Background: an optimization exercise with open tools, aiming at small area, a short achievable clock period and few clock cycles. Do not read the settings as production practice. RTL that was checked went through simulation tests only; none was proved equivalent to the original. Function not checked in runs 1 and 2: the RTL went through the layout flow alone. Power and IR drop assume default switching activity.

## flow/config.mk

```make
export PLATFORM = sky130hd
export DESIGN_NAME = line_follower_turn_sequencer
export DESIGN_NICKNAME = line_follower_turn_sequencer
export VERILOG_FILES = /design/flow/design.v
export SDC_FILE = /design/flow/constraint.sdc
export NUM_CORES = 4
export LEC_CHECK = 0
export CAP_MARGIN = 20
export CORE_MARGIN = 2
export CORE_UTILIZATION = 60
export SETUP_SLACK_MARGIN = 4.8
export SLEW_MARGIN = 20
export TNS_END_PERCENT = 10
```

## flow/constraint.sdc

```tcl
create_clock -name core_clock -period 8.0 [get_ports {clk}]
set_input_delay 1.6000 -clock core_clock [delete_from_list [all_inputs] [get_ports {clk}]]
set_output_delay 1.6000 -clock core_clock [all_outputs]
set_load 0.01 [all_outputs]
```

## flow/design.v

```verilog
`default_nettype none
package lfts_pkg;
	localparam int YAW_W    = 16;
	localparam int TIME_W   = 32;
	localparam int ANGLE_W  = 9;
	localparam int PERIOD_W = 20;
	localparam int PROD_W   = 36;   
	localparam int THR_W    = 33;   
	localparam int HEAD_W   = 40;   
	localparam int PWR_W    = 8;
	localparam int CFG_IDX_W  = 2;
	localparam int CFG_DATA_W = 20;
	localparam logic [THR_W-1:0] HEADING_PER_DEG = THR_W'(16000000);
	localparam logic [ANGLE_W-1:0]  TURN_ANGLE_RST       = ANGLE_W'(72);
	localparam logic [ANGLE_W-1:0]  TURNAROUND_ANGLE_RST = ANGLE_W'(140);
	localparam logic [PERIOD_W-1:0] PERIOD_RST           = PERIOD_W'(10000);
	localparam logic signed [PWR_W-1:0] PWR_ZERO = PWR_W'(0);
	localparam logic signed [PWR_W-1:0] PWR_FWD  = PWR_W'(60);
	localparam logic signed [PWR_W-1:0] PWR_TURN = PWR_W'(70);
	localparam logic signed [PWR_W-1:0] PWR_BACK = 8'shBA;   
	localparam logic signed [PWR_W-1:0] PWR_CHK  = PWR_W'(50);
	typedef logic [2:0] mode_t;
	localparam logic [2:0] MODE_FWD        = 3'd0;
	localparam logic [2:0] MODE_LEFT       = 3'd1;
	localparam logic [2:0] MODE_CHECK      = 3'd2;
	localparam logic [2:0] MODE_RIGHT      = 3'd3;
	localparam logic [2:0] MODE_TURN90     = 3'd4;
	localparam logic [2:0] MODE_TURNAROUND = 3'd5;
	typedef logic [CFG_IDX_W-1:0] cfg_reg_t;
	localparam logic [CFG_IDX_W-1:0] REG_TURN_ANGLE       = 2'd0;
	localparam logic [CFG_IDX_W-1:0] REG_TURNAROUND_ANGLE = 2'd1;
	localparam logic [CFG_IDX_W-1:0] REG_PERIOD           = 2'd2;
	typedef struct packed {
		logic outer_left;
		logic inner_left;
		logic middle;
		logic inner_right;
		logic outer_right;
		logic park;
	} ir_t;
	typedef struct packed {
		ir_t  ir;
		logic turn_done;
		logic turnaround_done;
	} fsm_in_t;
	typedef struct packed {
		mode_t                   next_mode;
		logic                    clear_heading;
		logic signed [PWR_W-1:0] left_power;
		logic signed [PWR_W-1:0] right_power;
	} fsm_out_t;
	function automatic logic [THR_W-1:0] angle_thr(input logic [ANGLE_W-1:0] deg);
		angle_thr = THR_W'(deg) * HEADING_PER_DEG;
	endfunction
endpackage
`default_nettype wire
`default_nettype none
module lfts_mode_fsm
(
	input  wire [2:0] mode_i,
	input  wire [5:0] ir_i,          
	input  wire       turn_done_i,
	input  wire       back_done_i,
	output reg  [2:0] next_o,
	output reg        clr_o
);
	wire ol  = ir_i[5];
	wire il  = ir_i[4];
	wire mid = ir_i[3];
	wire irr = ir_i[2];
	wire orr = ir_i[1];
	wire pk  = ir_i[0];
	always @(*) begin
		next_o = mode_i;
		clr_o  = 1'b0;
		case (mode_i)
			lfts_pkg::MODE_LEFT: begin
				if (!ol && !il && mid && !irr && !orr) begin
					next_o = lfts_pkg::MODE_FWD;
					clr_o  = 1'b1;
				end
			end
			lfts_pkg::MODE_RIGHT: begin
				if (mid) begin
					next_o = lfts_pkg::MODE_FWD;
					clr_o  = 1'b1;
				end
			end
			lfts_pkg::MODE_TURN90: begin
				if (turn_done_i) begin
					next_o = lfts_pkg::MODE_CHECK;
					clr_o  = 1'b1;
				end
			end
			lfts_pkg::MODE_TURNAROUND: begin
				if (back_done_i) begin
					next_o = lfts_pkg::MODE_CHECK;
					clr_o  = 1'b1;
				end
			end
			lfts_pkg::MODE_CHECK: begin
				if (mid) next_o = lfts_pkg::MODE_FWD;
				if (il)  next_o = lfts_pkg::MODE_RIGHT;
				if (irr) next_o = lfts_pkg::MODE_LEFT;
			end
			default: begin
				next_o = lfts_pkg::MODE_FWD;
				if (!il && !mid && irr && !pk) next_o = lfts_pkg::MODE_LEFT;
				if (il && !mid && !irr && !pk) next_o = lfts_pkg::MODE_RIGHT;
				if (ol && il && mid && irr && orr && !pk) next_o = lfts_pkg::MODE_TURN90;
				if (!ol && !il && !mid && !irr && !orr && !pk) next_o = lfts_pkg::MODE_TURNAROUND;
			end
		endcase
	end
endmodule
module lfts_add #(
	parameter int W = 8
) (
	input  wire [W-1:0] a,
	input  wire [W-1:0] b,
	input  wire         ci,
	output wire [W-1:0] s,
	output wire         co
);
	function automatic int levels(input int n);
		levels = 0;
		while ((1 << levels) <= n) levels++;
	endfunction
	localparam int L = levels(W);
	logic [W:0] g [L+1];
	logic [W:0] p [L+1];
	always_comb begin
		g[0] = {a & b, ci};
		p[0] = {a ^ b, 1'b0};
		for (int l = 0; l < L; l++) begin
			for (int i = 0; i <= W; i++) begin
				if ((i >> l) & 1) begin
					g[l+1][i] = g[l][i] | (p[l][i] & g[l][((i >> l) << l) - 1]);
					p[l+1][i] = p[l][i] & p[l][((i >> l) << l) - 1];
				end else begin
					g[l+1][i] = g[l][i];
					p[l+1][i] = p[l][i];
				end
			end
		end
	end
	assign s  = p[0][W:1] ^ g[L][W-1:0];
	assign co = g[L][W];
endmodule
module lfts_booth_array
(
	input  wire [15:0] y,
	input  wire [5:0]  one,
	input  wire [5:0]  two,
	input  wire [4:0]  neg,
	output wire [25:0] ra,
	output wire [25:0] rb
);
	wire [16:0] y1 = {y[15], y};
	wire [16:0] y2 = {y, 1'b0};
	wire [16:0] x0 = (({17{one[0]}} & y1) | ({17{two[0]}} & y2)) ^ {17{neg[0]}};
	wire [16:0] x1 = (({17{one[1]}} & y1) | ({17{two[1]}} & y2)) ^ {17{neg[1]}};
	wire [16:0] x2 = (({17{one[2]}} & y1) | ({17{two[2]}} & y2)) ^ {17{neg[2]}};
	wire [16:0] x3 = (({17{one[3]}} & y1) | ({17{two[3]}} & y2)) ^ {17{neg[3]}};
	wire [16:0] x4 = (({17{one[4]}} & y1) | ({17{two[4]}} & y2)) ^ {17{neg[4]}};
	wire [15:0] x5 = {16{one[5]}} & y;
	wire t1 = x0[6] ^ x1[4];
	wire t2 = x0[6] & x1[4];
	wire t3 = x0[7] ^ x1[5];
	wire t4 = x0[7] & x1[5];
	wire t5 = x0[8] ^ x1[6] ^ x2[4];
	wire t6 = (x0[8] & x1[6]) | (x2[4] & (x0[8] ^ x1[6]));
	wire t7 = x3[2] ^ x4[0];
	wire t8 = x3[2] & x4[0];
	wire t9 = x0[9] ^ x1[7] ^ x2[5];
	wire t10 = (x0[9] & x1[7]) | (x2[5] & (x0[9] ^ x1[7]));
	wire t11 = x3[3] ^ x4[1];
	wire t12 = x3[3] & x4[1];
	wire t13 = x0[10] ^ x1[8] ^ x2[6];
	wire t14 = (x0[10] & x1[8]) | (x2[6] & (x0[10] ^ x1[8]));
	wire t15 = x3[4] ^ x4[2] ^ x5[0];
	wire t16 = (x3[4] & x4[2]) | (x5[0] & (x3[4] ^ x4[2]));
	wire t17 = x0[11] ^ x1[9] ^ x2[7];
	wire t18 = (x0[11] & x1[9]) | (x2[7] & (x0[11] ^ x1[9]));
	wire t19 = x3[5] ^ x4[3] ^ x5[1];
	wire t20 = (x3[5] & x4[3]) | (x5[1] & (x3[5] ^ x4[3]));
	wire t21 = x0[12] ^ x1[10] ^ x2[8];
	wire t22 = (x0[12] & x1[10]) | (x2[8] & (x0[12] ^ x1[10]));
	wire t23 = x3[6] ^ x4[4] ^ x5[2];
	wire t24 = (x3[6] & x4[4]) | (x5[2] & (x3[6] ^ x4[4]));
	wire t25 = x0[13] ^ x1[11] ^ x2[9];
	wire t26 = (x0[13] & x1[11]) | (x2[9] & (x0[13] ^ x1[11]));
	wire t27 = x3[7] ^ x4[5] ^ x5[3];
	wire t28 = (x3[7] & x4[5]) | (x5[3] & (x3[7] ^ x4[5]));
	wire t29 = x0[14] ^ x1[12] ^ x2[10];
	wire t30 = (x0[14] & x1[12]) | (x2[10] & (x0[14] ^ x1[12]));
	wire t31 = x3[8] ^ x4[6] ^ x5[4];
	wire t32 = (x3[8] & x4[6]) | (x5[4] & (x3[8] ^ x4[6]));
	wire t33 = x0[15] ^ x1[13] ^ x2[11];
	wire t34 = (x0[15] & x1[13]) | (x2[11] & (x0[15] ^ x1[13]));
	wire t35 = x3[9] ^ x4[7] ^ x5[5];
	wire t36 = (x3[9] & x4[7]) | (x5[5] & (x3[9] ^ x4[7]));
	wire t37 = x1[14] ^ x2[12] ^ x3[10];
	wire t38 = (x1[14] & x2[12]) | (x3[10] & (x1[14] ^ x2[12]));
	wire t39 = x4[8] ^ x5[6] ^ x0[16];
	wire t40 = (x4[8] & x5[6]) | (x0[16] & (x4[8] ^ x5[6]));
	wire t41 = x1[15] ^ x2[13] ^ x3[11];
	wire t42 = (x1[15] & x2[13]) | (x3[11] & (x1[15] ^ x2[13]));
	wire t43 = x4[9] ^ x5[7] ^ x0[16];
	wire t44 = (x4[9] & x5[7]) | (x0[16] & (x4[9] ^ x5[7]));
	wire t45 = ~x1[16] ^ x2[14] ^ x3[12];
	wire t46 = (~x1[16] & x2[14]) | (x3[12] & (~x1[16] ^ x2[14]));
	wire t47 = x4[10] ^ x5[8] ^ ~x0[16];
	wire t48 = (x4[10] & x5[8]) | (~x0[16] & (x4[10] ^ x5[8]));
	wire t49 = x2[15] ^ x3[13] ^ x4[11];
	wire t50 = (x2[15] & x3[13]) | (x4[11] & (x2[15] ^ x3[13]));
	wire t51 = x5[9] ^ 1'b1;
	wire t52 = x5[9] & 1'b1;
	wire t53 = ~x2[16] ^ x3[14] ^ x4[12];
	wire t54 = (~x2[16] & x3[14]) | (x4[12] & (~x2[16] ^ x3[14]));
	wire t55 = x3[15] ^ x4[13];
	wire t56 = x3[15] & x4[13];
	wire t57 = x0[4] ^ x1[2];
	wire t58 = x0[4] & x1[2];
	wire t59 = x0[5] ^ x1[3];
	wire t60 = x0[5] & x1[3];
	wire t61 = x2[2] ^ x3[0] ^ neg[3];
	wire t62 = (x2[2] & x3[0]) | (neg[3] & (x2[2] ^ x3[0]));
	wire t63 = x2[3] ^ x3[1] ^ t2;
	wire t64 = (x2[3] & x3[1]) | (t2 & (x2[3] ^ x3[1]));
	wire t65 = neg[4] ^ t4 ^ t5;
	wire t66 = (neg[4] & t4) | (t5 & (neg[4] ^ t4));
	wire t67 = t6 ^ t8 ^ t9;
	wire t68 = (t6 & t8) | (t9 & (t6 ^ t8));
	wire t69 = t10 ^ t12 ^ t13;
	wire t70 = (t10 & t12) | (t13 & (t10 ^ t12));
	wire t71 = t14 ^ t16 ^ t17;
	wire t72 = (t14 & t16) | (t17 & (t14 ^ t16));
	wire t73 = t18 ^ t20 ^ t21;
	wire t74 = (t18 & t20) | (t21 & (t18 ^ t20));
	wire t75 = t22 ^ t24 ^ t25;
	wire t76 = (t22 & t24) | (t25 & (t22 ^ t24));
	wire t77 = t26 ^ t28 ^ t29;
	wire t78 = (t26 & t28) | (t29 & (t26 ^ t28));
	wire t79 = t30 ^ t32 ^ t33;
	wire t80 = (t30 & t32) | (t33 & (t30 ^ t32));
	wire t81 = t34 ^ t36 ^ t37;
	wire t82 = (t34 & t36) | (t37 & (t34 ^ t36));
	wire t83 = t38 ^ t40 ^ t41;
	wire t84 = (t38 & t40) | (t41 & (t38 ^ t40));
	wire t85 = t42 ^ t44 ^ t45;
	wire t86 = (t42 & t44) | (t45 & (t42 ^ t44));
	wire t87 = t46 ^ t48 ^ t49;
	wire t88 = (t46 & t48) | (t49 & (t46 ^ t48));
	wire t89 = x5[10] ^ t50 ^ t52;
	wire t90 = (x5[10] & t50) | (t52 & (x5[10] ^ t50));
	wire t91 = x5[11] ^ 1'b1 ^ t54;
	wire t92 = (x5[11] & 1'b1) | (t54 & (x5[11] ^ 1'b1));
	wire t93 = ~x3[16] ^ x4[14] ^ x5[12];
	wire t94 = (~x3[16] & x4[14]) | (x5[12] & (~x3[16] ^ x4[14]));
	wire t95 = x4[15] ^ x5[13];
	wire t96 = x4[15] & x5[13];
	wire t97 = x0[2] ^ x1[0];
	wire t98 = x0[2] & x1[0];
	wire t99 = x0[3] ^ x1[1];
	wire t100 = x0[3] & x1[1];
	wire t101 = x2[0] ^ neg[2] ^ t57;
	wire t102 = (x2[0] & neg[2]) | (t57 & (x2[0] ^ neg[2]));
	wire t103 = x2[1] ^ t58 ^ t59;
	wire t104 = (x2[1] & t58) | (t59 & (x2[1] ^ t58));
	wire t105 = t1 ^ t60 ^ t61;
	wire t106 = (t1 & t60) | (t61 & (t1 ^ t60));
	wire t107 = t3 ^ t62 ^ t63;
	wire t108 = (t3 & t62) | (t63 & (t3 ^ t62));
	wire t109 = t7 ^ t64 ^ t65;
	wire t110 = (t7 & t64) | (t65 & (t7 ^ t64));
	wire t111 = t11 ^ t66 ^ t67;
	wire t112 = (t11 & t66) | (t67 & (t11 ^ t66));
	wire t113 = t15 ^ t68 ^ t69;
	wire t114 = (t15 & t68) | (t69 & (t15 ^ t68));
	wire t115 = t19 ^ t70 ^ t71;
	wire t116 = (t19 & t70) | (t71 & (t19 ^ t70));
	wire t117 = t23 ^ t72 ^ t73;
	wire t118 = (t23 & t72) | (t73 & (t23 ^ t72));
	wire t119 = t27 ^ t74 ^ t75;
	wire t120 = (t27 & t74) | (t75 & (t27 ^ t74));
	wire t121 = t31 ^ t76 ^ t77;
	wire t122 = (t31 & t76) | (t77 & (t31 ^ t76));
	wire t123 = t35 ^ t78 ^ t79;
	wire t124 = (t35 & t78) | (t79 & (t35 ^ t78));
	wire t125 = t39 ^ t80 ^ t81;
	wire t126 = (t39 & t80) | (t81 & (t39 ^ t80));
	wire t127 = t43 ^ t82 ^ t83;
	wire t128 = (t43 & t82) | (t83 & (t43 ^ t82));
	wire t129 = t47 ^ t84 ^ t85;
	wire t130 = (t47 & t84) | (t85 & (t47 ^ t84));
	wire t131 = t51 ^ t86 ^ t87;
	wire t132 = (t51 & t86) | (t87 & (t51 ^ t86));
	wire t133 = t53 ^ t88 ^ t89;
	wire t134 = (t53 & t88) | (t89 & (t53 ^ t88));
	wire t135 = t55 ^ t90 ^ t91;
	wire t136 = (t55 & t90) | (t91 & (t55 ^ t90));
	wire t137 = t56 ^ t92 ^ t93;
	wire t138 = (t56 & t92) | (t93 & (t56 ^ t92));
	wire t139 = 1'b1 ^ t94 ^ t95;
	wire t140 = (1'b1 & t94) | (t95 & (1'b1 ^ t94));
	wire t141 = ~x4[16] ^ x5[14] ^ t96;
	wire t142 = (~x4[16] & x5[14]) | (t96 & (~x4[16] ^ x5[14]));
	assign ra = {~x5[15], t140, t138, t136, t134, t132, t130, t128, t126, t124, t122, t120, t118, t116, t114, t112, t110, t108, t106, t104, t102, t100, t98, neg[1], x0[1], x0[0]};
	assign rb = {t142, t141, t139, t137, t135, t133, t131, t129, t127, t125, t123, t121, t119, t117, t115, t113, t111, t109, t107, t105, t103, t101, t99, t97, 1'b0, neg[0]};
endmodule
`default_nettype wire
`default_nettype none
module line_follower_turn_sequencer
(
	input  wire                clk,
	input  wire                arst_n,
	input  wire                in_valid,
	output wire                in_ready,
	input  wire                in_ir_outer_left,
	input  wire                in_ir_inner_left,
	input  wire                in_ir_middle,
	input  wire                in_ir_inner_right,
	input  wire                in_ir_outer_right,
	input  wire                in_ir_park,
	input  wire signed [15:0]  in_yaw_rate,
	input  wire [31:0]         in_time_us,
	output wire                out_valid,
	input  wire                out_ready,
	output wire signed [7:0]   out_left_power,
	output wire signed [7:0]   out_right_power,
	output wire [2:0]          out_next_mode,
	input  wire                cfg_valid,
	output wire                cfg_ready,
	input  wire [1:0]          cfg_reg_index,
	input  wire [19:0]         cfg_wdata
);
	localparam int CAP = 7;     
	localparam int QD  = 6;     
	localparam int QA  = 3;     
	localparam logic [22:0] DEG_UNIT = 23'd15625;   
	logic [19:0] period_q;
	logic [22:0] thr_t_q;
	logic [22:0] thr_b_q;
	logic        cfg_ready_q;
	logic        wr_angle;
	assign wr_angle  = cfg_valid && cfg_ready_q && !cfg_reg_index[1];
	assign cfg_ready = cfg_ready_q;
	always_ff @(posedge clk or negedge arst_n) begin
		if (!arst_n) begin
			period_q    <= lfts_pkg::PERIOD_RST;
			cfg_ready_q <= 1'b0;    
		end else begin
			cfg_ready_q <= !wr_angle;
			if (cfg_valid && cfg_ready_q && cfg_reg_index == lfts_pkg::REG_PERIOD) period_q <= cfg_wdata;
		end
	end
	logic [3:0] occ_q;
	logic       in_ready_q;
	logic       out_valid_q;
	logic       accept, pop;
	logic [3:0] occ_nx;
	assign accept   = in_valid && in_ready_q;
	assign pop      = out_valid_q && out_ready;
	assign occ_nx   = (accept == pop) ? occ_q : accept ? occ_q + 4'd1 : occ_q - 4'd1;
	assign in_ready = in_ready_q;
	always_ff @(posedge clk or negedge arst_n) begin
		if (!arst_n) begin
			occ_q      <= '0;
			in_ready_q <= 1'b0;     
		end else begin
			occ_q      <= occ_nx;
			in_ready_q <= occ_nx < 4'(CAP) && !wr_angle;
		end
	end
	logic        v1, v2, v3, v4, v5;
	logic        cm1, cm2, cm3, cm4;    
	logic [5:0]  ir1, ir2, ir3, ir4;
	logic [31:0] t1;
	logic        int2, int3, int4;
	always_ff @(posedge clk or negedge arst_n) begin
		if (!arst_n) begin
			v1 <= 1'b0; v2 <= 1'b0; v3 <= 1'b0; v4 <= 1'b0; v5 <= 1'b0;
			cm1 <= 1'b0; cm2 <= 1'b0; cm3 <= 1'b0; cm4 <= 1'b0;
		end else begin
			v1 <= accept; v2 <= v1; v3 <= v2; v4 <= v3; v5 <= v4;
			cm1 <= wr_angle; cm2 <= cm1; cm3 <= cm2; cm4 <= cm3;
		end
	end
	always_ff @(posedge clk) begin
		ir1 <= {in_ir_outer_left, in_ir_inner_left, in_ir_middle,
			in_ir_inner_right, in_ir_outer_right, wr_angle ? cfg_reg_index[0] : in_ir_park};
		t1  <= in_time_us;
	end
	logic        pend_q;
	logic [31:0] last_q;
	logic        lo_ge, lo_due, hi_ne0, hi_ne1, due;
	logic [21:0] xu, xv, xs;
	logic        x_co, lo_co;
	logic [19:0] lo_s;
	logic [11:0] ha, hb;
	logic        hz;
	always_comb begin
		xu = {2'b00, t1[19:0]} ^ {2'b11, ~last_q[19:0]} ^ {2'b11, ~period_q};
		xv = ({2'b00, t1[19:0]} & {2'b11, ~last_q[19:0]})
			| ({2'b00, t1[19:0]} & {2'b11, ~period_q})
			| ({2'b11, ~last_q[19:0]} & {2'b11, ~period_q});
	end
	lfts_add #(.W(22)) u_x  (.a(xu), .b({xv[20:0], 1'b1}), .ci(1'b1), .s(xs), .co(x_co));
	lfts_add #(.W(20)) u_lo (.a(t1[19:0]), .b(~last_q[19:0]), .ci(1'b1), .s(lo_s), .co(lo_co));
	assign ha = t1[31:20];
	assign hb = ~last_q[31:20];
	always_comb begin
		hz = !(ha[0] ^ hb[0]);
		for (int i = 1; i < 12; i++) hz = hz && ((ha[i] ^ hb[i]) == (ha[i-1] | hb[i-1]));
	end
	assign lo_ge  = lo_co;                        
	assign lo_due = lo_ge ? !xs[21] : (xs[21:20] != 2'b10);
	assign hi_ne0 = t1[31:20] != last_q[31:20];
	assign hi_ne1 = !hz;
	assign due    = (lo_ge ? hi_ne0 : hi_ne1) || lo_due;
	always_ff @(posedge clk or negedge arst_n) begin
		if (!arst_n) begin
			pend_q <= 1'b0;
			last_q <= '0;
		end else if (v1) begin
			if (pend_q) begin
				last_q <= t1;
				pend_q <= 1'b0;
			end else if (due) begin
				pend_q <= 1'b1;
			end
		end
	end
	always_ff @(posedge clk) begin
		int2 <= pend_q; ir2 <= ir1;
		int3 <= int2;   ir3 <= ir2;
		int4 <= int3;   ir4 <= ir3;
	end
	function automatic logic [17:0] digits(input logic [9:0] half);
		logic [12:0] x;
		logic [5:0]  one, two, neg;
		x = {2'b00, half, 1'b0};
		for (int i = 0; i < 6; i++) begin
			one[i] = x[2*i+1] ^ x[2*i];
			two[i] = (x[2*i+2] & ~x[2*i+1] & ~x[2*i]) | (~x[2*i+2] & x[2*i+1] & x[2*i]);
			neg[i] = x[2*i+2];
		end
		digits = {one, two, neg};
	endfunction
	logic        hi_next;
	logic [15:0] ya_q;
	logic [17:0] da_q;
	logic        hi_a_q;    
	logic [25:0] ra, rb, ra_q, rb_q;
	logic [25:0] r_q, bsum, addend, bu, bv;
	logic [9:0]  lo10_q;
	logic [15:0] ad_q;
	logic        b_co;
	assign hi_next = (v1 && pend_q) || cm1;
	always_ff @(posedge clk) begin
		if (!hi_next) ya_q <= wr_angle ? {7'd0, cfg_wdata[8:0]} : in_yaw_rate;
		if (hi_next)  da_q <= digits(cm1 ? 10'(DEG_UNIT >> 10) : period_q[19:10]);
		else          da_q <= digits(wr_angle ? 10'(DEG_UNIT) : period_q[9:0]);
	end
	lfts_booth_array u_arr (
		.y   (ya_q),
		.one (da_q[17:12]),
		.two (da_q[11:6]),
		.neg (da_q[4:0]),
		.ra  (ra),
		.rb  (rb)
	);
	assign addend = {{10{ad_q[15]}}, ad_q};
	assign bu     = ra_q ^ rb_q ^ addend;
	assign bv     = (ra_q & rb_q) | (ra_q & addend) | (rb_q & addend);
	lfts_add #(.W(26)) u_b (.a(bu), .b({bv[24:0], 1'b0}), .ci(1'b0), .s(bsum), .co(b_co));
	always_ff @(posedge clk or negedge arst_n) begin
		if (!arst_n) begin
			hi_a_q <= 1'b0;
		end else begin
			hi_a_q <= hi_next;
		end
	end
	always_ff @(posedge clk) begin
		ra_q   <= ra;
		rb_q   <= rb;
		r_q    <= bsum;
		ad_q   <= hi_a_q ? bsum[25:10] : 16'd0;
		lo10_q <= r_q[9:0];
	end
	logic [2:0]         mode_q;
	logic signed [40:0] head_q;    
	logic               ft_q, fb_q;
	logic               ct, cb;
	logic [2:0]         next_m;
	logic               clr_m;
	logic [35:0]        step;
	logic [40:0]        hsum;
	logic [40:0]        hsat;
	logic               h_co;
	assign ct = !head_q[40] && (head_q[39:10] >= {7'd0, thr_t_q});
	assign cb = !head_q[40] && (head_q[39:10] >= {7'd0, thr_b_q});
	lfts_mode_fsm u_fsm (
		.mode_i (mode_q), .ir_i (ir4),
		.turn_done_i (int4 ? ft_q : ct), .back_done_i (int4 ? fb_q : cb),
		.next_o (next_m), .clr_o (clr_m)
	);
	assign step = {r_q, lo10_q};
	lfts_add #(.W(41)) u_h (
		.a ({head_q[39], head_q[39:0]}), .b ({{5{step[35]}}, step}), .ci (1'b0),
		.s (hsum), .co (h_co)
	);
	always_comb begin
		if (head_q[40] != head_q[39]) hsat = head_q[40] ? {2'b11, 39'd0} : {2'b00, {39{1'b1}}};
		else                          hsat = head_q;
	end
	always_ff @(posedge clk or negedge arst_n) begin
		if (!arst_n) begin
			mode_q  <= lfts_pkg::MODE_FWD;
			head_q  <= '0;
			ft_q    <= 1'b0;
			fb_q    <= 1'b0;
			thr_t_q <= 23'(lfts_pkg::TURN_ANGLE_RST) * DEG_UNIT;
			thr_b_q <= 23'(lfts_pkg::TURNAROUND_ANGLE_RST) * DEG_UNIT;
		end else begin
			ft_q <= ct;
			fb_q <= cb;
			if (cm4 && !ir4[0]) thr_t_q <= step[22:0];
			if (cm4 &&  ir4[0]) thr_b_q <= step[22:0];
			if (v4 && int4) begin
				mode_q <= next_m;
				head_q <= clr_m ? {{5{step[35]}}, step} : hsum;
			end else if (v4 && clr_m) begin
				mode_q <= next_m;
				head_q <= '0;    
			end else begin
				if (v4) mode_q <= next_m;
				head_q <= hsat;
			end
		end
	end
	logic [2:0]    q_mem [QD];
	logic [QA-1:0] q_wp, q_rp;
	logic [QA:0]   q_cnt;
	logic [2:0]    out_next_q;
	logic [7:0]    out_l_q, out_r_q;
	logic          load, from_q, q_wr;
	logic [2:0]    load_next;
	logic [7:0]    dec_l, dec_r;
	assign load      = !out_valid_q || out_ready;
	assign from_q    = q_cnt != 0;
	assign q_wr      = v5 && (!load || from_q);
	assign load_next = from_q ? q_mem[q_rp] : mode_q;
	always_comb begin
		case (out_next_q)
			lfts_pkg::MODE_LEFT:       begin dec_l = lfts_pkg::PWR_FWD;  dec_r = lfts_pkg::PWR_ZERO; end
			lfts_pkg::MODE_RIGHT:      begin dec_l = lfts_pkg::PWR_ZERO; dec_r = lfts_pkg::PWR_FWD;  end
			lfts_pkg::MODE_TURN90:     begin dec_l = lfts_pkg::PWR_ZERO; dec_r = lfts_pkg::PWR_TURN; end
			lfts_pkg::MODE_TURNAROUND: begin dec_l = lfts_pkg::PWR_BACK; dec_r = lfts_pkg::PWR_TURN; end
			lfts_pkg::MODE_CHECK:      begin dec_l = lfts_pkg::PWR_CHK;  dec_r = lfts_pkg::PWR_CHK;  end
			default:                   begin dec_l = lfts_pkg::PWR_FWD;  dec_r = lfts_pkg::PWR_FWD;  end
		endcase
	end
	always_ff @(posedge clk or negedge arst_n) begin
		if (!arst_n) begin
			out_valid_q <= 1'b0;
			out_next_q  <= lfts_pkg::MODE_FWD;
			q_wp        <= '0;
			q_rp        <= '0;
			q_cnt       <= '0;
		end else begin
			if (load) begin
				if (from_q || v5) begin
					out_valid_q <= 1'b1;
					out_next_q  <= load_next;
				end else begin
					out_valid_q <= 1'b0;
				end
			end
			if (q_wr) q_wp <= (q_wp == QA'(QD - 1)) ? '0 : q_wp + 1'b1;
			if (load && from_q) q_rp <= (q_rp == QA'(QD - 1)) ? '0 : q_rp + 1'b1;
			if (q_wr && !(load && from_q)) q_cnt <= q_cnt + 1'b1;
			else if (!q_wr && load && from_q) q_cnt <= q_cnt - 1'b1;
		end
	end
	always_ff @(posedge clk) begin
		if (v5) q_mem[q_wp] <= mode_q;    
		if (load && (from_q || v5)) begin
			out_l_q <= dec_l;
			out_r_q <= dec_r;
		end
	end
	assign out_valid       = out_valid_q;
	assign out_left_power  = out_l_q;
	assign out_right_power = out_r_q;
	assign out_next_mode   = out_next_q;
endmodule
`default_nettype wire
```

## flow/run.sh

```bash
#!/bin/bash
# synth_recipe.tcl (not shown) runs the flow's synth.tcl, then flattens the netlist and writes it again
# the make line also repeats each setting of config.mk as NAME=value (left out here)
make -C /OpenROAD-flow-scripts/flow DESIGN_CONFIG=/design/flow/config.mk WORK_HOME=/design/flow/orfs CLKGATE_MAP_FILE= SYNTH_SCRIPT=/design/flow/synth_recipe.tcl finish
```

==> results.toml, run 1 <==
[cts]
cts_tree = "built"
cts_hold_buf = 0
cts.htree.levels = 2
clk_pin_slew_ps = 60
cts_root_buf = "clkbuf_16"
clk_latency_ps = 570
clock-sinks = 396
numCtsBuffers = 43
clk_path_buf_depth = 3

[global_route]
grt_max_degree = 102
grt_pass1_vias = 16010
grtUsageTotal_pct = 26.86
grt_first_pass_wirelength_um = 82900
grt_overflow = 0
antenna_found_initial = 0

[finish]
area_growth_pct = 13.92
regArea_um2 = 9281
multiInputGateArea_um2 = 12040
diodes = 0
final_area_um2 = 25390
final.fill_count = 2797
fin_nets = 2559
layout.cells.non_filler = 2693
drive_gt1_share_pct = 11.82

[synthesis]
yosys.area.top_type = "dfrtp_1"
netlist_instances = 2132
synth-seq-cells = 396
synth-main-ff-cell = "dfxtp_1"
yosys-top-cells-area = "dfrtp_1 17%, dfxtp_1 16%, fa_1 9.9%"
synth_area_um2 = 22290
seq_area_frac_synth_pct = 41.59
synthMostInstantiatedCell = "inv_1"
synth-edff-count = 44
synth_common_cells = "214 x inv_1, 177 x dfxtp_1, 176 x ha_1"
async_flop_share_pct = 44.19
avgSynthCellArea_um2 = 10.45
synth_cell_types = 76
synth_warnings = 14
synth_top_area_share_pct = 17.29

[status]
status = "complete, no violations"

[setup_path]
critPathArrivalTime_ps = 1620
rrSetupSlack_ps = 4810
path_delay_family = "buffers and inverters"
crit_path_max_incr_delay_ps = 590
criticalPathCategory = "reg -> out"
r2r-start = "head_q[1]"
crit_fanout = 8
ff2ff_path_depth = 9
start_kind = "register"
cp-end-kind = "output port"
path_buf_inv = 1
required_ps = 6400
regToRegEndpoint = "head_q[25]"
cp_slowest_cell = "clkdlybuf4s50_1"
crit_chain = "clkdlybuf4s50_1"

[sta]
rsz0062_at_grt = "yes"
fin_skew_ps = 28.81
post-route-min-period_ps = 3221
slew_violations = 0
setup_ws_ps = 4779
tightest_slew_ps = 1065
relSlewSlack_pct = 28.93
tns_ps = 0
setup_violations = 0
final.period_utilization_pct = 40.26
finalHoldViolations = 0
timing.fmax_ghz = 0.3105

[drt]
wl_um = 50230
vias = 15630
drt-initial-drc-count = 831
viasPerCell = 5.804
dr.pass1.iters = 5
avgRoutedWirePerCell_um = 18.65
ant_nets = 0
drc_errors = 0

[power]
finalPower_mw = 12.70
p_seq_share_pct = 29.5
cellPowerDensity_nw_per_um2 = 500.2
clock_power_share_pct = 15.7
intPower_mw = 7.240
power_frac_comb_pct = 54.7
p_leak_nw = 11.06
p_sw_share_pct = 42.99
switchingPower_mw = 5.460
vdd_drop_max_mv = 0.2727

[floorplanning]
die_w_um = 196.7
start_util_pct = 60.88
die_h_um = 196.7
rows = 70
core_area_um2 = 36610
io_pins = 103
dieArea_um2 = 38710

[placement]
dp_hpwl_um = 35520
place_area_um2 = 23520
gp_congestion = 0.8788
portBuffers = 98
post-place-ws_ps = 4282
dp.cells = 2602

[hold_path]
holdPathStages = 0
min_path_type = "reg -> reg"
worstHoldStart = "ir3[0]"
hold_end = "ir4[0]"

[run]
cap_violations = 0
power by group through the flow:
stage	sequential [mW]	clock, mW	combinational [mW]
global route	3.86	2.13	7.90
global placement	3.75	0	6.40
detailed placement	3.77	0	6.60
finish	3.75	2.00	6.95
CTS	3.74	2.04	6.83
floorplan	3.35	0	5.11
cells by family (layout without fill, tap and decap cells):
kind of cell | after synthesis | after routing | share of synthesized area (%)
adders and majority gates | 286 | 286 | 19.76
xor gates and xnor gates | 158 | 158 | 6.209
and+or+nand+nor | 490 | 490 | 10.85
buffers and inverters | 325 | 414 | 5.636
other | 1 | 4 | 0.01682
muxes | 74 | 74 | 3.868
DFF | 396 | 396 | 41.59
AOI/OAI and AO/OA | 402 | 403 | 12.07
how the worst max path moves through the flow:
stage	start	to	slack [ps]	depth (start not counted)
floorplan	ra_q[1]	ad_q[15]	4810	12
global placement	thr_b_q[21]	head_q[38]	4380	11
detailed placement	thr_b_q[21]	head_q[38]	4280	11
CTS	ra_q[1]	ad_q[15]	4720	12
global route	ra_q[1]	ad_q[15]	4710	12
finish	out_next_q[0]	out_next_mode[0]	4780	1
cell usage in the layout, fill, tap and decap left out, drive strengths merged, types with 30 or more instances in the layout:
cell type	count
dfrtp	154
xor2	77
clkbuf	56
dfxtp	177
and2	30
nor3	32
a21oi	82
xnor2	81
nand2	150
mux2	67
o21ai	86
ha	176
inv	219
clkdlybuf4s50	97
a22oi	79
nor2	70
edfxtp	44
nand3	96
fa	110
a32oi	37
sequential cells by signal, indices dropped and copies added, names as in the netlist, 6 cells and up:
name,flops
thr_t_q,23
rb_q,25
lo10_q,10
ya_q,16
r_q,26
last_q,32
period_q,20
thr_b_q,23
ir1,6
da_q,15
ir3,6
ad_q,16
t1,32
head_q,41
ra_q,26
ir2,6
q_mem,18
ir4,6
layer usage:
layer / GRT usage [%] / part of all wire, % / vias to the layer above
met5: 0 / 0 / -
met4: 10.39 / 3.3 / 0
met3: 4.466 / 5.1 / 102
met2: 45.19 / 49 / 440
met1: 34.95 / 43 / 7601
li1: - / - / 7486
cell type report:
type,instances,area share (%)
Clock inverter,22,0.8722
Clock buffer,56,4.765
Timing Repair Buffer,122,4.903
Multi-Input combinational cell,1415,47.44
Tap cell,468,2.306
Inverter,214,3.164
Sequential cell,396,36.55
per-stage QoR:
stage	utilization (%)	hold WS, ps
finish	69.35	324.7
global route	69.35	326.5
CTS	68.82	324.7
detailed placement	64.25	312.1
global placement	64.25	310.2
floorplan	-	309.6
what timing repair did:
item,CTS,global route
pin swaps,12,13
gates cloned,3,0
setup endpoints to repair,54,55
resized for setup,31,35
setup buffers,5,5
==> run 2, diff against run 1 <==
--- a/flow/design.v
+++ b/flow/design.v
@@ -493,4 +493,6 @@
 	logic signed [40:0] head_q;    
-	logic               ft_q, fb_q;
-	logic               ct, cb;
+	logic               f_q;       
+	logic               thr_sel_t;
+	logic [22:0]        thr_sel;
+	logic               cmp;
 	logic [2:0]         next_m;
@@ -501,7 +503,9 @@
 	logic               h_co;
-	assign ct = !head_q[40] && (head_q[39:10] >= {7'd0, thr_t_q});
-	assign cb = !head_q[40] && (head_q[39:10] >= {7'd0, thr_b_q});
+	assign thr_sel_t = mode_q == lfts_pkg::MODE_TURN90
+		|| (mode_q == lfts_pkg::MODE_FWD && (&ir4[5:1]) && !ir4[0]);
+	assign thr_sel   = thr_sel_t ? thr_t_q : thr_b_q;
+	assign cmp       = !head_q[40] && (head_q[39:10] >= {7'd0, thr_sel});
 	lfts_mode_fsm u_fsm (
 		.mode_i (mode_q), .ir_i (ir4),
-		.turn_done_i (int4 ? ft_q : ct), .back_done_i (int4 ? fb_q : cb),
+		.turn_done_i (int4 ? f_q : cmp), .back_done_i (int4 ? f_q : cmp),
 		.next_o (next_m), .clr_o (clr_m)
@@ -521,4 +525,3 @@
 			head_q  <= '0;
-			ft_q    <= 1'b0;
-			fb_q    <= 1'b0;
+			f_q     <= 1'b0;
 			thr_t_q <= 23'(lfts_pkg::TURN_ANGLE_RST) * DEG_UNIT;
@@ -526,4 +529,3 @@
 		end else begin
-			ft_q <= ct;
-			fb_q <= cb;
+			f_q <= cmp;
 			if (cm4 && !ir4[0]) thr_t_q <= step[22:0];
@@ -535,3 +537,3 @@
 				mode_q <= next_m;
-				head_q <= '0;    
+				head_q <= '0;
 			end else begin
--- a/flow/config.mk
+++ b/flow/config.mk
@@ -10,4 +10,3 @@
 export CORE_UTILIZATION = 60
-export SETUP_SLACK_MARGIN = 4.8
+export SETUP_SLACK_MARGIN = 4.7
 export SLEW_MARGIN = 20
-export TNS_END_PERCENT = 10
==> run 2 against run 1 <==
  * Still clean
  * Power is 1.9% lower
  * Clock power barely moved
  * Via count shrank 4.4%
  * Synthesized cell count fell by 6.3%
  * Combinational power is 3.5% lower
  * First-iteration DRC count up 20%
==> results.toml, run 2 <==
[hold_path]
min_path_type = "reg -> reg"

[power]
p_leak_nw = 10.81
cellPowerDensity_nw_per_um2 = 504.5
vdd_drop_max_mv = 0.3220

[sta]
tightest_slew_ps = 1048
finalHoldViolations = 0
setup_violations = 0
timing.fmax_ghz = 0.2969
tns_ps = 0
final.period_utilization_pct = 42.10
rsz0062_at_grt = "yes"
fin_skew_ps = 21.10
hold_ws_ps = 324.9
relSlewSlack_pct = 30.08
setup_ws_ps = 4632
slew_violations = 0
post-route-min-period_ps = 3368

[finish]
final_cell_mix = "172 x dfxtp_1, 157 x nand2_1, 153 x ha_1, 150 x dfrtp_1, 123 x inv_1"
area_growth_pct = 14.62
drive_gt1_share_pct = 11.89
reg.largest.list = "head_q: 41 flops, last_q: 32 flops, t1: 32 flops"
final.fill_count = 2648
fin_nets = 2421
diodes = 0
largest_reg_flops = 41
final_common_cell = "dfxtp_1"
final_area_um2 = 24700
top_register = "head_q"

[synthesis]
async_flop_share_pct = 44.05
synth_area_um2 = 21550
synth_common_cells = "177 x dfxtp_1, 157 x nand2_1, 153 x dfrtp_1, 153 x ha_1, 123 x inv_1"
synth_warnings = 14
avgSynthCellArea_um2 = 10.79
yosys-top-cells-area = "dfrtp_1 18%, dfxtp_1 16%, fa_1 10%"
yosys.area.top_type = "dfrtp_1"
netlist_instances = 1998
synth-edff-count = 44
seq_area_frac_synth_pct = 42.89
synth-main-ff-cell = "dfxtp_1"
synth_top_area_share_pct = 17.76
synthMostInstantiatedCell = "dfxtp_1"
synth-seq-cells = 395
synth_cell_types = 71

[setup_path]
crit_chain = "nor2b_4 -> nand3_2 -> nor2_2 -> o211ai_1 -> buf_6 -> buf_12 -> mux2i_2 -> ha_1 -> a21o_1 -> a21o_1 -> a21oi_2 -> o211a_1 -> o21ai_2 -> nand3_4 -> nand4_1 -> buf_6 -> clkbuf_16 -> o22a_1"
cp_slowest_cell = "dfxtp_2"
critPathArrivalTime_ps = 3820
required_ps = 8450
path_delay_family = "compound AO/OA/AOI/OAI gates"
crit_path_max_incr_delay_ps = 320
path_buf_inv = 4
crit_fanout = 6
start_kind = "register"
cp-end-kind = "register"
criticalPathCategory = "reg -> reg"

[status]
status = "complete, no violations"

[cts]
clk_path_buf_depth = 3
clk_pin_slew_ps = 60
cts_root_buf = "clkbuf_16"
clock-sinks = 395
cts_hold_buf = 0
cts.htree.levels = 2
numCtsBuffers = 43
cts_tree = "built"
clk_latency_ps = 570

[drt]
wl_um = 48250
dr.pass1.iters = 6
vias = 14940
drc_errors = 0
ant_nets = 0
drt-initial-drc-count = 1000
avgRoutedWirePerCell_um = 18.76
viasPerCell = 5.809

[floorplanning]
start_util_pct = 60.74
die_h_um = 193.5
core_area_um2 = 35480
die_w_um = 193.5
rows = 69
dieArea_um2 = 37450
io_pins = 103

[placement]
post-place-ws_ps = 3992
dp_hpwl_um = 34040
place_area_um2 = 22820
portBuffers = 98
gp_congestion = 0.8768

[global_route]
grtUsageTotal_pct = 25.97
grt_first_pass_wirelength_um = 79070
antenna_found_initial = 0
grt_overflow = 0
grt_max_degree = 94
grt_pass1_vias = 15480

[run]
cap_violations = 0
## run 2: path summary, 6_finish.rpt
path | from | to | slack [ps] | cells after the start
max in group asynchronous | arst_n | thr_b_q[20] | 5540 | 2
worst max-delay path | ir4[4] | head_q[1] | 4630 | 18
worst min register to register | ir3[0] | ir4[0] | 320 | 0
worst min-delay path | ir3[0] | ir4[0] | 320 | 0
min in group asynchronous | arst_n | q_rp[0] | 1140 | 1
worst max register to register | ir4[4] | head_q[1] | 4630 | 18
## run 2: per-layer routing
layer / routed length (um) / global-route usage [%]
met1: 20630 / 33.64
met2: 23610 / 44.50
met3: 2334 / 3.556
met4: 1671 / 9.839
met5: 0 / 0
## run 2: cells by family after synthesis
group	count (synthesis)	share of synthesized area (%)
and+or+nand+nor	426	9.103
AOI/OAI and AO/OA	419	12.83
DFF	395	42.89
adders and majority gates	263	19.10
buffers and inverters	229	4.122
xor gates and xnor gates	164	6.664
muxes	101	5.271
other	1	0.01740
## run 2: final cells by class
| type | instances | area (um2) | area share, % |
|---|---|---|---|
| clock inverters | 11 | 153.9 | 0.6229 |
| clock buffers | 68 | 1297 | 5.252 |
| inverters | 123 | 461.7 | 1.869 |
| flip-flops and latches | 395 | 9255 | 37.46 |
| well taps | 461 | 576.8 | 2.335 |
| multi-input cells | 1380 | 11600 | 46.96 |
| repair buffers | 134 | 1359 | 5.500 |
## run 2: stage by stage
step	util (%)	instances	total power [mW]
after floorplan	-	2001	8.437
after global placement	64.24	2465	9.947
after detailed placement	64.31	2466	10.17
after CTS	68.90	2557	12.32
after global routing	69.63	2572	13.64
final	69.63	2572	12.46
## run 2: where the power goes
part	total, mW	internal [mW]	switching (mW)
Combinational	6.71	3.13	3.58
Sequential	3.74	2.92	0.816
Clock	2.01	1.21	0.800
Total	12.5	7.27	5.19
## run 2: what timing repair did
item / CTS / global route
resized for setup: 22 / 26
pin swaps: 8 / 19
endpoints found under the setup margin: 56 / 46
setup buffers: 8 / 11
endpoints found under the hold margin: 0 / 0
cloned: 4 / 4
==> run 3, diff against run 2 <==
--- a/flow/design.v
+++ b/flow/design.v
@@ -453,3 +453,3 @@
 	logic [17:0] da_q;
-	logic        hi_a_q;    
+	logic        hi_a_q, hi_b_q;    
 	logic [25:0] ra, rb, ra_q, rb_q;
@@ -457,3 +457,2 @@
 	logic [9:0]  lo10_q;
-	logic [15:0] ad_q;
 	logic        b_co;
@@ -473,3 +472,3 @@
 	);
-	assign addend = {{10{ad_q[15]}}, ad_q};
+	assign addend = hi_b_q ? {{10{r_q[25]}}, r_q[25:10]} : 26'd0;
 	assign bu     = ra_q ^ rb_q ^ addend;
@@ -480,4 +479,6 @@
 			hi_a_q <= 1'b0;
+			hi_b_q <= 1'b0;
 		end else begin
 			hi_a_q <= hi_next;
+			hi_b_q <= hi_a_q;
 		end
@@ -488,3 +489,2 @@
 		r_q    <= bsum;
-		ad_q   <= hi_a_q ? bsum[25:10] : 16'd0;
 		lo10_q <= r_q[9:0];
==> run 3 against run 2 <==
  * Via count grew 0.88%
  * Synthesized area decreased by 0.52%
  * Combinational power rose by 7.6%
  * Design area is 1.1% higher
  * Critical endpoint is now head_q[38]
  * Power increased by 3.0%
  * Sequential cell count decreased by 15
  * Sequential share of layout area shrank 1.6 points
  * Fmax down 17%
  * Non-clock buffer count grew 12
  * Routed wire length grew 3.2%
  * Largest cell class unchanged
  * Register-to-register slack worse by 680 ps
  * Largest power group unchanged
  * Count of clock-buffer cells in the layout decreased by 6
==> results.toml, run 3 <==
[status]
status = "complete, no violations"

[synthesis]
synth_area_um2 = 21440
synth-edff-count = 44
yosys-top-cells-area = "dfrtp_1 18%, dfxtp_1 15%, fa_1 10%"
synth-main-ff-cell = "dfxtp_1"
synth_common_cells = "161 x dfxtp_1, 154 x dfrtp_1, 153 x ha_1"
synth_top_area_share_pct = 17.97
synth_warnings = 14
yosys.area.top_type = "dfrtp_1"
avgSynthCellArea_um2 = 10.82
seq_area_frac_synth_pct = 41.74
synthMostInstantiatedCell = "dfxtp_1"
synth_cell_types = 79
async_flop_share_pct = 46.05
synth-seq-cells = 380
netlist_instances = 1981

[setup_path]
crit_chain = "and3_4 -> nand3_2 -> nor2_2 -> nor2_2 -> nor3_4 -> buf_12 -> buf_12 -> mux2i_4 -> ha_4 -> nand4_1 -> or2_1 -> or4_4 -> a31oi_4 -> a21oi_2 -> a211oi_4 -> buf_6 -> o31ai_4 -> a2111oi_2 -> nor3_1"
critPathArrivalTime_ps = 4490
cp-end-kind = "register"
criticalPathCategory = "reg -> reg"
start_kind = "register"
crit_path_max_incr_delay_ps = 430
cp_slowest_cell = "or4_4"
path_delay_family = "simple AND/OR/NAND/NOR gates"
path_buf_inv = 3
crit_fanout = 5
required_ps = 8440

[power]
switchingPower_mw = 5.465
vdd_drop_max_mv = 0.3267
power_frac_comb_pct = 56.3
clock_power_share_pct = 15.0
p_leak_nw = 10.84
p_seq_share_pct = 28.8
intPower_mw = 7.374
cellPowerDensity_nw_per_um2 = 514.0
p_sw_share_pct = 42.57

[global_route]
grtUsageTotal_pct = 27.52
grt_pass1_vias = 15340
grt_overflow = 0
grt_max_degree = 103
grt_first_pass_wirelength_um = 79920
antenna_found_initial = 0

[drt]
ant_nets = 0
vias = 15070
wl_um = 49800
avgRoutedWirePerCell_um = 19.40
viasPerCell = 5.872
dr.pass1.iters = 5
drc_errors = 0
drt-initial-drc-count = 866

[floorplanning]
dieArea_um2 = 37260
start_util_pct = 60.58
rows = 69
die_h_um = 193.0
io_pins = 103
die_w_um = 193.0
core_area_um2 = 35400

[cts]
cts_tree = "built"
clk_pin_slew_ps = 60
clock-sinks = 380
numCtsBuffers = 42
cts_root_buf = "clkbuf_16"
cts_hold_buf = 0
cts.htree.levels = 2
clk_path_buf_depth = 3
clk_latency_ps = 580

[finish]
final_common_cell = "dfxtp_1"
top_register = "head_q"
drive_gt1_share_pct = 14.15
largest_reg_flops = 41
final_area_um2 = 24980
final_cell_mix = "158 x dfxtp_1, 152 x dfrtp_1, 149 x ha_1, 139 x nand2_1, 128 x inv_1"
reg.largest.list = "head_q: 41 flops, last_q: 32 flops, t1: 32 flops"
layout.cells.non_filler = 2567
diodes = 0
area_growth_pct = 16.49
fin_nets = 2419

[placement]
gp_congestion = 0.8566
dp.cells = 2447
portBuffers = 98
place_area_um2 = 22730
dp_hpwl_um = 34510

[sta]
slew_violations = 0
fin_skew_ps = 15.87
rsz0062_at_grt = "yes"
post-route-min-period_ps = 4050
finalHoldViolations = 0
final.period_utilization_pct = 50.62
setup_violations = 0
tightest_slew_ps = 1078
tns_ps = 0
relSlewSlack_pct = 28.02
timing.fmax_ghz = 0.2469

[hold_path]
min_path_type = "reg -> reg"

[run]
cap_violations = 0
## run 3: kinds of logic (layout without fill, tap and decap cells)
group	Yosys count	count (layout)	share of synthesized area, %
fa+ha+maj	264	264	19.24
xor+xnor	157	157	6.413
flops	380	380	41.74
simple gates	421	426	9.354
compound gates	414	414	13.21
buf+inv	233	350	4.260
mux	111	111	5.759
other cells	1	4	0.01749
## run 3: through the flow
step | utilization [%] | hold WS [ps] | setup slack [ps] | power (mW)
after floorplan | - | 309.5 | 4287 | 8.438
after global placement | 64.22 | 310.1 | 3688 | 10.00
after detailed placement | 64.22 | 312.1 | 3546 | 10.22
after CTS | 69.82 | 325.9 | 4065 | 12.61
after global routing | 70.57 | 328.5 | 3859 | 13.95
final | 70.57 | 324.6 | 3950 | 12.84
## run 3: area by class of cell
class | count | area, um2
multi-input cells | 1376 | 12070
fillers | 2633 | 10420
flip-flops and latches | 380 | 8959
repair buffers | 146 | 1516
clock buffers | 62 | 1197
well taps | 461 | 576.8
inverters | 129 | 484.2
clock inverters | 13 | 172.7
## run 3: timing repair
item                                    in CTS  in global routing
setup buffers                               27                  9
cloned                                       8                  0
resized for setup                           64                 36
endpoints found under the setup margin      58                 58
pin swaps                                   35                 16
## run 3: worst reg2reg max path: cells and delay by family (launching register included)
kind | cells | cell delay [ps]
buffers and inverters | 3 | 460
AO/OA/AOI/OAI | 5 | 1140
AND/OR/NAND/NOR | 9 | 1560
adder cells (fa/ha/maj) | 1 | 160
multiplexers | 1 | 250
flip-flops | 1 | 340
## run 3: worst paths after layout
kind,start,endpoint,slack [ps],cells past startpoint
min in group asynchronous,arst_n,q_cnt[0],1080,1
max in group asynchronous,arst_n,hi_b_q,5400,2
hold / removal,ir2[5],ir3[5],320,0
hold reg to reg,ir2[5],ir3[5],320,0
setup / recovery,ir4[4],head_q[38],3950,19
setup reg to reg,ir4[4],head_q[38],3950,19
## run 3: power by group through the flow
stage	combinational (mW)	sequential, mW	clock (mW)
after global routing	8.13	3.79	2.03
after floorplan	5.20	3.24	0
after CTS	6.97	3.67	1.96
final	7.22	3.69	1.92
after global placement	6.32	3.69	0
after detailed placement	6.52	3.70	0
## run 3: per-layer routing
metal	vias to the layer above	GRT usage (%)	wire (um)
met4	0	10.75	1787
met1	7433	34.88	20970
met3	128	3.692	2290
met2	438	47.93	24750
met5	-	0	0
li1	7074	-	-
Testbench counts of run 3, summed over its fixed seeds: cycles 35,495.
==> run 4, diff against run 3 <==
--- a/flow/design.v
+++ b/flow/design.v
@@ -453,3 +453,3 @@
 	logic [17:0] da_q;
-	logic        hi_a_q, hi_b_q;    
+	logic        hi_a_q;    
 	logic [25:0] ra, rb, ra_q, rb_q;
@@ -457,2 +457,3 @@
 	logic [9:0]  lo10_q;
+	logic [15:0] ad_q;
 	logic        b_co;
@@ -472,3 +473,3 @@
 	);
-	assign addend = hi_b_q ? {{10{r_q[25]}}, r_q[25:10]} : 26'd0;
+	assign addend = {{10{ad_q[15]}}, ad_q};
 	assign bu     = ra_q ^ rb_q ^ addend;
@@ -479,6 +480,4 @@
 			hi_a_q <= 1'b0;
-			hi_b_q <= 1'b0;
 		end else begin
 			hi_a_q <= hi_next;
-			hi_b_q <= hi_a_q;
 		end
@@ -489,2 +488,3 @@
 		r_q    <= bsum;
+		ad_q   <= hi_a_q ? bsum[25:10] : 16'd0;
 		lo10_q <= r_q[9:0];
@@ -493,8 +493,8 @@
 	logic signed [40:0] head_q;    
-	logic               f_q;       
-	logic               thr_sel_t;
-	logic [22:0]        thr_sel;
-	logic               cmp;
-	logic [2:0]         next_m;
-	logic               clr_m;
+	logic               ft_q, fb_q;
+	logic               ct, cb;
+	logic [2:0]         next_d, next_f;
+	logic               clr_d, clr_f;
+	logic [40:0]        head_o;    
+	logic               zero_q;    
 	logic [35:0]        step;
@@ -503,10 +503,11 @@
 	logic               h_co;
-	assign thr_sel_t = mode_q == lfts_pkg::MODE_TURN90
-		|| (mode_q == lfts_pkg::MODE_FWD && (&ir4[5:1]) && !ir4[0]);
-	assign thr_sel   = thr_sel_t ? thr_t_q : thr_b_q;
-	assign cmp       = !head_q[40] && (head_q[39:10] >= {7'd0, thr_sel});
-	lfts_mode_fsm u_fsm (
-		.mode_i (mode_q), .ir_i (ir4),
-		.turn_done_i (int4 ? f_q : cmp), .back_done_i (int4 ? f_q : cmp),
-		.next_o (next_m), .clr_o (clr_m)
+	assign ct = !head_q[40] && (head_q[39:10] >= {7'd0, thr_t_q});
+	assign cb = !head_q[40] && (head_q[39:10] >= {7'd0, thr_b_q});
+	lfts_mode_fsm u_fsm_d (
+		.mode_i (mode_q), .ir_i (ir4), .turn_done_i (ct), .back_done_i (cb),
+		.next_o (next_d), .clr_o (clr_d)
+	);
+	lfts_mode_fsm u_fsm_f (
+		.mode_i (mode_q), .ir_i (ir4), .turn_done_i (ft_q), .back_done_i (fb_q),
+		.next_o (next_f), .clr_o (clr_f)
 	);
@@ -520,2 +521,5 @@
 		else                          hsat = head_q;
+		if (v4 && int4)       head_o = {{5{step[35]}}, step};    
+		else if (zero_q)      head_o = '0;
+		else                  head_o = hsat;
 	end
@@ -525,3 +529,5 @@
 			head_q  <= '0;
-			f_q     <= 1'b0;
+			zero_q  <= 1'b0;
+			ft_q    <= 1'b0;
+			fb_q    <= 1'b0;
 			thr_t_q <= 23'(lfts_pkg::TURN_ANGLE_RST) * DEG_UNIT;
@@ -529,15 +535,13 @@
 		end else begin
-			f_q <= cmp;
+			ft_q <= ct;
+			fb_q <= cb;
 			if (cm4 && !ir4[0]) thr_t_q <= step[22:0];
 			if (cm4 &&  ir4[0]) thr_b_q <= step[22:0];
-			if (v4 && int4) begin
-				mode_q <= next_m;
-				head_q <= clr_m ? {{5{step[35]}}, step} : hsum;
-			end else if (v4 && clr_m) begin
-				mode_q <= next_m;
-				head_q <= '0;
-			end else begin
-				if (v4) mode_q <= next_m;
-				head_q <= hsat;
+			head_q <= (v4 && int4 && !clr_f && !zero_q) ? hsum : head_o;
+			zero_q <= v4 && !int4 && clr_d;
+			if (zero_q) begin
+				ft_q <= thr_t_q == 23'd0;
+				fb_q <= thr_b_q == 23'd0;
 			end
+			if (v4) mode_q <= int4 ? next_f : next_d;
 		end
--- a/flow/config.mk
+++ b/flow/config.mk
@@ -10,3 +10,4 @@
 export CORE_UTILIZATION = 60
-export SETUP_SLACK_MARGIN = 4.7
+export SETUP_SLACK_MARGIN = 5
 export SLEW_MARGIN = 20
+export TNS_END_PERCENT = 10
==> run 4 against run 3 <==
  * Combinational power down 2.9%
  * Power up 1.9%
  * Cell count up 7.6%
  * Largest power group unchanged
  * Register-to-register slack better by 1000 ps
==> results.toml, run 4 <==
[hold_path]
min_path_type = "reg -> reg"

[placement]
portBuffers = 98
gp_congestion = 0.8826
post-place-ws_ps = 4321
dp_hpwl_um = 36760

[finish]
final_cell_mix = "202 x inv_1, 190 x nand2_1, 174 x ha_1, 172 x dfxtp_1, 152 x dfrtp_1"
reg.largest.list = "head_q: 41 flops, last_q: 32 flops, t1: 32 flops"
top_register = "head_q"
finish.utilization_pct = 68.53
largest_reg_flops = 41
area_growth_pct = 13.38
drive_gt1_share_pct = 10.36
diodes = 0
fin_nets = 2619
final_common_cell = "inv_1"

[drt]
drt-initial-drc-count = 774
wl_um = 49910
ant_nets = 0
vias = 15900
dr.pass1.iters = 5
drc_errors = 0
avgRoutedWirePerCell_um = 18.08
viasPerCell = 5.760

[synthesis]
avgSynthCellArea_um2 = 10.29
synth-main-ff-cell = "dfxtp_1"
synth-seq-cells = 397
synth_common_cells = "203 x inv_1, 192 x nand2_1, 177 x dfxtp_1"
synth_area_um2 = 22550
seq_area_frac_synth_pct = 41.22
async_flop_share_pct = 44.33
synth_warnings = 14
synth_cell_types = 79
synthMostInstantiatedCell = "inv_1"
synth-edff-count = 44
netlist_instances = 2191
synth_top_area_share_pct = 17.20
yosys.area.top_type = "dfrtp_1"
yosys-top-cells-area = "dfrtp_1 17%, dfxtp_1 16%, fa_1 9.8%"

[floorplanning]
start_util_pct = 60.44
die_w_um = 197.9
rows = 71
core_area_um2 = 37310
die_h_um = 197.9
io_pins = 103
dieArea_um2 = 39150

[setup_path]
ff2ff_path_depth = 7
regToRegEndpoint = "head_q[33]"
cp-end-kind = "output port"
crit_path_max_incr_delay_ps = 570
crit_fanout = 9
r2r-start = "mode_q[0]"
endpoint = "out_next_mode[2]"
crit_start = "out_next_q[2]"
path_buf_inv = 1
rrSetupSlack_ps = 4950
path_delay_family = "buffers and inverters"
critPathArrivalTime_ps = 1590
crit_chain = "clkdlybuf4s50_1"
start_kind = "register"
cp_num_cells = 1
required_ps = 6400
cp_slowest_cell = "clkdlybuf4s50_1"
criticalPathCategory = "reg -> out"

[global_route]
grt_overflow = 0
grtUsageTotal_pct = 26.30
grt_pass1_vias = 16050
grt_first_pass_wirelength_um = 81970
antenna_found_initial = 1
grt_max_degree = 112

[sta]
relSlewSlack_pct = 30.46
tightest_slew_ps = 1042
setup_ws_ps = 4810
tns_ps = 0
post-route-min-period_ps = 3190
fin_skew_ps = 19.22
rsz0062_at_grt = "yes"
final.period_utilization_pct = 39.88
setup_violations = 0
finalHoldViolations = 0
slew_violations = 0
timing.fmax_ghz = 0.3135

[cts]
cts_tree = "built"
clk_pin_slew_ps = 60
numCtsBuffers = 43
clk_latency_ps = 580
cts_root_buf = "clkbuf_16"
clk_path_buf_depth = 3
cts_hold_buf = 0
clock-sinks = 397
cts.htree.levels = 2

[power]
cellPowerDensity_nw_per_um2 = 511.4
p_leak_nw = 11.19
vdd_drop_max_mv = 0.2693

[status]
status = "complete, no violations"

[run]
cap_violations = 0
## run 4: changes by cell type in the layout (fill, tap and decap cells not counted), sizes merged, moves of 23 or more
cell   delta
o21ai    +28
mux2i    -31
nand2    +51
inv      +76
a21oi    +48
buf      -28
ha       +23
## run 4: cell families (layout without fill, tap and decap cells)
family / after synthesis / count (layout) / share of synthesized area, %
AOI/OAI and AO/OA: 463 / 463 / 13.19
xor gates and xnor gates: 155 / 155 / 6.020
and+or+nand+nor: 502 / 502 / 10.67
DFF: 397 / 397 / 41.22
muxes: 80 / 80 / 4.100
adders and majority gates: 286 / 286 / 19.53
buffers and inverters: 307 / 400 / 5.260
other: 1 / 4 / 0.01663
## run 4: metal layers
layer  share of wire, %  wire length, um  track usage [%]  up-vias
met5                  0                0                0        -
met4                3.8             1908            10.72        0
met3                4.1             2045            3.424      113
met2                 48            24100            44.98      383
met1                 44            21850            33.90     7751
li1                   -                -                -     7655
## run 4: per-stage QoR
step                instance area, um2  instances  power, mW  hold WS (ps)
finish                           25570       2761      13.08         325.0
global route                     25570       2761      14.38         330.5
CTS                              25430       2754      13.01         325.0
floorplan                        22560       2194      8.842         309.6
detailed placement               23800       2672      10.67         312.1
global placement                 23800       2672      10.44         310.1
## run 4: where the power goes
group | switching, mW | internal, mW | leakage [nW]
clock | 0.841 | 1.33 | 0.774
sequential | 0.944 | 2.95 | 3.97
combinational | 3.80 | 3.21 | 6.44
total | 5.58 | 7.49 | 11.2
## run 4: final cells by class
class,count,area [um2]
repair buffers,117,1134
multi-input cells,1490,12190
inverters,203,762.0
clock buffers,58,1246
well taps,474,593.1
fillers,2880,11740
clock inverters,22,331.6
flip-flops and latches,397,9308
## run 4: timing repair
action	CTS	global route
buffers inserted	2	6
endpoints found under the setup margin	90	76
pin swaps	4	10
resized for setup	14	19
## run 4: worst min path at each step
stage           start      to  slack (ps)  cells after the start
4_1_cts        ir3[3]  ir4[3]         330                      0
6_report       ir3[3]  ir4[3]         330                      0
5_1_grt        ir2[2]  ir3[2]         330                      0
2_1_floorplan    int2    int3         310                      0
3_5_place_dp   ir3[0]  ir4[0]         310                      0
3_3_place_gp   ir1[4]  ir2[4]         310                      0
Testbench counts of run 4, summed over its fixed seeds: cycles 35,495.
==> run 5, diff against run 4 <==
--- a/flow/config.mk
+++ b/flow/config.mk
@@ -10,3 +10,3 @@
 export CORE_UTILIZATION = 60
-export SETUP_SLACK_MARGIN = 5
+export SETUP_SLACK_MARGIN = 4.8
 export SLEW_MARGIN = 20
==> run 5 against run 4 <==
  * Still clean on timing, DRC and antenna
  * Via count shrank 0.47%
  * Worst setup slack lost 6.6 ps
  * Sequential cell count is the same
  * Non-clock buffer count shrank 7
  * First-iteration DRC count shrank 0.52%
  * Sequential power is essentially flat
  * Critical path type unchanged
  * Largest cell class unchanged
==> results.toml, run 5 <==
[status]
status = "complete, no violations"

[sta]
finalHoldViolations = 0
fin_skew_ps = 21.31
tns_ps = 0
hold_ws_ps = 325.0
setup_ws_ps = 4803
timing.fmax_ghz = 0.3128
setup_violations = 0
slew_violations = 0
rsz0062_at_grt = "yes"
relSlewSlack_pct = 30.60
final.period_utilization_pct = 39.96
post-route-min-period_ps = 3197
tightest_slew_ps = 1040

[global_route]
grt_overflow = 0
grt_pass1_vias = 16010
antenna_found_initial = 1
grt_max_degree = 112
grtUsageTotal_pct = 26.25
grt_first_pass_wirelength_um = 81830

[drt]
wl_um = 49710
dr.pass1.iters = 5
ant_nets = 0
avgRoutedWirePerCell_um = 18.05
viasPerCell = 5.747
drt-initial-drc-count = 770
drc_errors = 0
vias = 15830

[finish]
final_cell_mix = "203 x inv_1, 190 x nand2_1, 176 x ha_1, 172 x dfxtp_1, 152 x dfrtp_1"
top_register = "head_q"
fin_nets = 2612
finish.utilization_pct = 68.21
area_growth_pct = 12.86
largest_reg_flops = 41
diodes = 0
final_common_cell = "inv_1"
layout.cells.non_filler = 2754
reg.largest.list = "head_q: 41 flops, last_q: 32 flops, t1: 32 flops"
drive_gt1_share_pct = 9.693

[setup_path]
crit_path_max_incr_delay_ps = 580
critPathArrivalTime_ps = 1600
start_kind = "register"
crit_chain = "clkdlybuf4s50_1"
criticalPathCategory = "reg -> out"
required_ps = 6400
path_delay_family = "buffers and inverters"
cp-end-kind = "output port"
path_buf_inv = 1
cp_slowest_cell = "clkdlybuf4s50_1"
crit_fanout = 9

[floorplanning]
dieArea_um2 = 39150
core_area_um2 = 37310
die_h_um = 197.9
die_w_um = 197.9
start_util_pct = 60.44
io_pins = 103
rows = 71

[cts]
cts_root_buf = "clkbuf_16"
clk_pin_slew_ps = 60
numCtsBuffers = 43
clock-sinks = 397
cts.htree.levels = 2
clk_latency_ps = 580
clk_path_buf_depth = 3
cts_tree = "built"

[synthesis]
synth_common_cells = "203 x inv_1, 192 x nand2_1, 177 x dfxtp_1"
async_flop_share_pct = 44.33
seq_area_frac_synth_pct = 41.22
synth_cell_types = 79
synthMostInstantiatedCell = "inv_1"
synth-edff-count = 44
yosys-top-cells-area = "dfrtp_1 17%, dfxtp_1 16%, fa_1 9.8%"
netlist_instances = 2191
yosys.area.top_type = "dfrtp_1"
synth_warnings = 14
synth_top_area_share_pct = 17.20
synth-seq-cells = 397
synth-main-ff-cell = "dfxtp_1"
avgSynthCellArea_um2 = 10.29
synth_area_um2 = 22550

[placement]
gp_congestion = 0.8826
portBuffers = 98
dp.cells = 2672
dp_hpwl_um = 36760
post-place-ws_ps = 4321

[power]
cellPowerDensity_nw_per_um2 = 508.1
p_leak_nw = 11.14
vdd_drop_max_mv = 0.2698

[hold_path]
min_path_type = "reg -> reg"

[run]
cap_violations = 0
[run 5: cell types whose count changed in the layout (fill, tap and decap cells not counted), moves of 2 or more]
cell     delta
buf_4       -7
a21oi_1     +3
a21oi_2     -2
ha_2        -2
ha_1        +2
[run 5: path summary, 6_finish.rpt]
| kind | slack, ps | depth (start not counted) | from | to |
|---|---|---|---|---|
| hold reg to reg | 330 | 0 | ir3[3] | ir4[3] |
| setup reg to reg | 4860 | 10 | ra_q[2] | ad_q[7] |
| max in group asynchronous | 5410 | 2 | arst_n | period_q[3] |
| hold / removal | 330 | 0 | ir3[3] | ir4[3] |
| min in group asynchronous | 1140 | 1 | arst_n | q_cnt[1] |
| setup / recovery | 4800 | 1 | out_next_q[2] | out_next_mode[2] |
[run 5: power breakdown]
part / switching (mW) / total (mW) / internal [mW] / leakage (nW)
Clock: 0.843 / 2.18 / 1.33 / 0.774
Sequential: 0.949 / 3.90 / 2.95 / 3.97
Combinational: 3.73 / 6.86 / 3.13 / 6.39
Total: 5.52 / 12.9 / 7.41 / 11.1
[run 5: cell type report]
| type | instances | area, um2 |
|---|---|---|
| clock inverters | 22 | 331.6 |
| repair buffers | 110 | 1079 |
| flip-flops and latches | 397 | 9308 |
| well taps | 474 | 593.1 |
| clock buffers | 58 | 1246 |
| inverters | 203 | 762.0 |
| multi-input cells | 1490 | 12130 |
| fillers | 2888 | 11860 |
[run 5: cell families after synthesis]
kind of cell	after synthesis	synth area share (%)
and+or+nand+nor	502	10.67
muxes	80	4.100
buffers and inverters	307	5.260
xor gates and xnor gates	155	6.020
adders and majority gates	286	19.53
other	1	0.01663
AOI/OAI and AO/OA	463	13.19
DFF	397	41.22
[run 5: timing repair]
action,in CTS,in global routing
endpoints found under the setup margin,40,30
gates resized for setup,5,14
hold buffers,0,0
pin swaps,0,3
setup buffers,0,1
[run 5: layer usage]
layer	share of wire (%)	GRT usage, %
met1	44	33.93
met2	49	44.89
met3	4.1	3.407
met4	3.6	10.50
met5	0	0
[run 5: stage by stage]
stage / power [mW] / cell area (um2)
floorplan: 8.842 / 22560
global placement: 10.44 / 23800
detailed placement: 10.67 / 23800
CTS: 12.95 / 25380
global route: 14.23 / 25450
finish: 12.93 / 25450

[static timing again, ports no longer ideal]
How much do the figures lean on ideal ports? The routed layouts below were timed once more, with nothing changed but the port constraints.
Step 1 (the two cells are an assumption about what drives the block):
set clk [get_ports {clk}]
set_driving_cell -lib_cell sky130_fd_sc_hd__clkbuf_16 $clk
set_driving_cell -lib_cell sky130_fd_sc_hd__buf_2 [delete_from_list [all_inputs] $clk]
Step 2 times the ports against the registers' clock, not the clock port: input delays grow and output delays shrink by t, the midpoint of the rising clock arrivals with the driver on.
a / b / c = ideal / step 1 / step 2; a / b = the first two.
run	t (ns)	setup WS [ns]	latest minus earliest clock arrival (ns)
run 1	0.611	4.779 / 4.724 / 4.401	0.031 / 0.031
run 2	0.611	4.632 / 4.632 / 4.332	0.023 / 0.022
run 3	0.623	3.950 / 3.950 / 3.950	0.016 / 0.016
run 4	0.628	4.810 / 4.753 / 4.397	0.020 / 0.020
run 5	0.627	4.803 / 4.748 / 4.396	0.022 / 0.022
After both steps setup and hold are still met in every run listed. The setup slack of run 4, which loses most, moves by -0.057 ns with the drivers and by -0.413 ns with both steps.
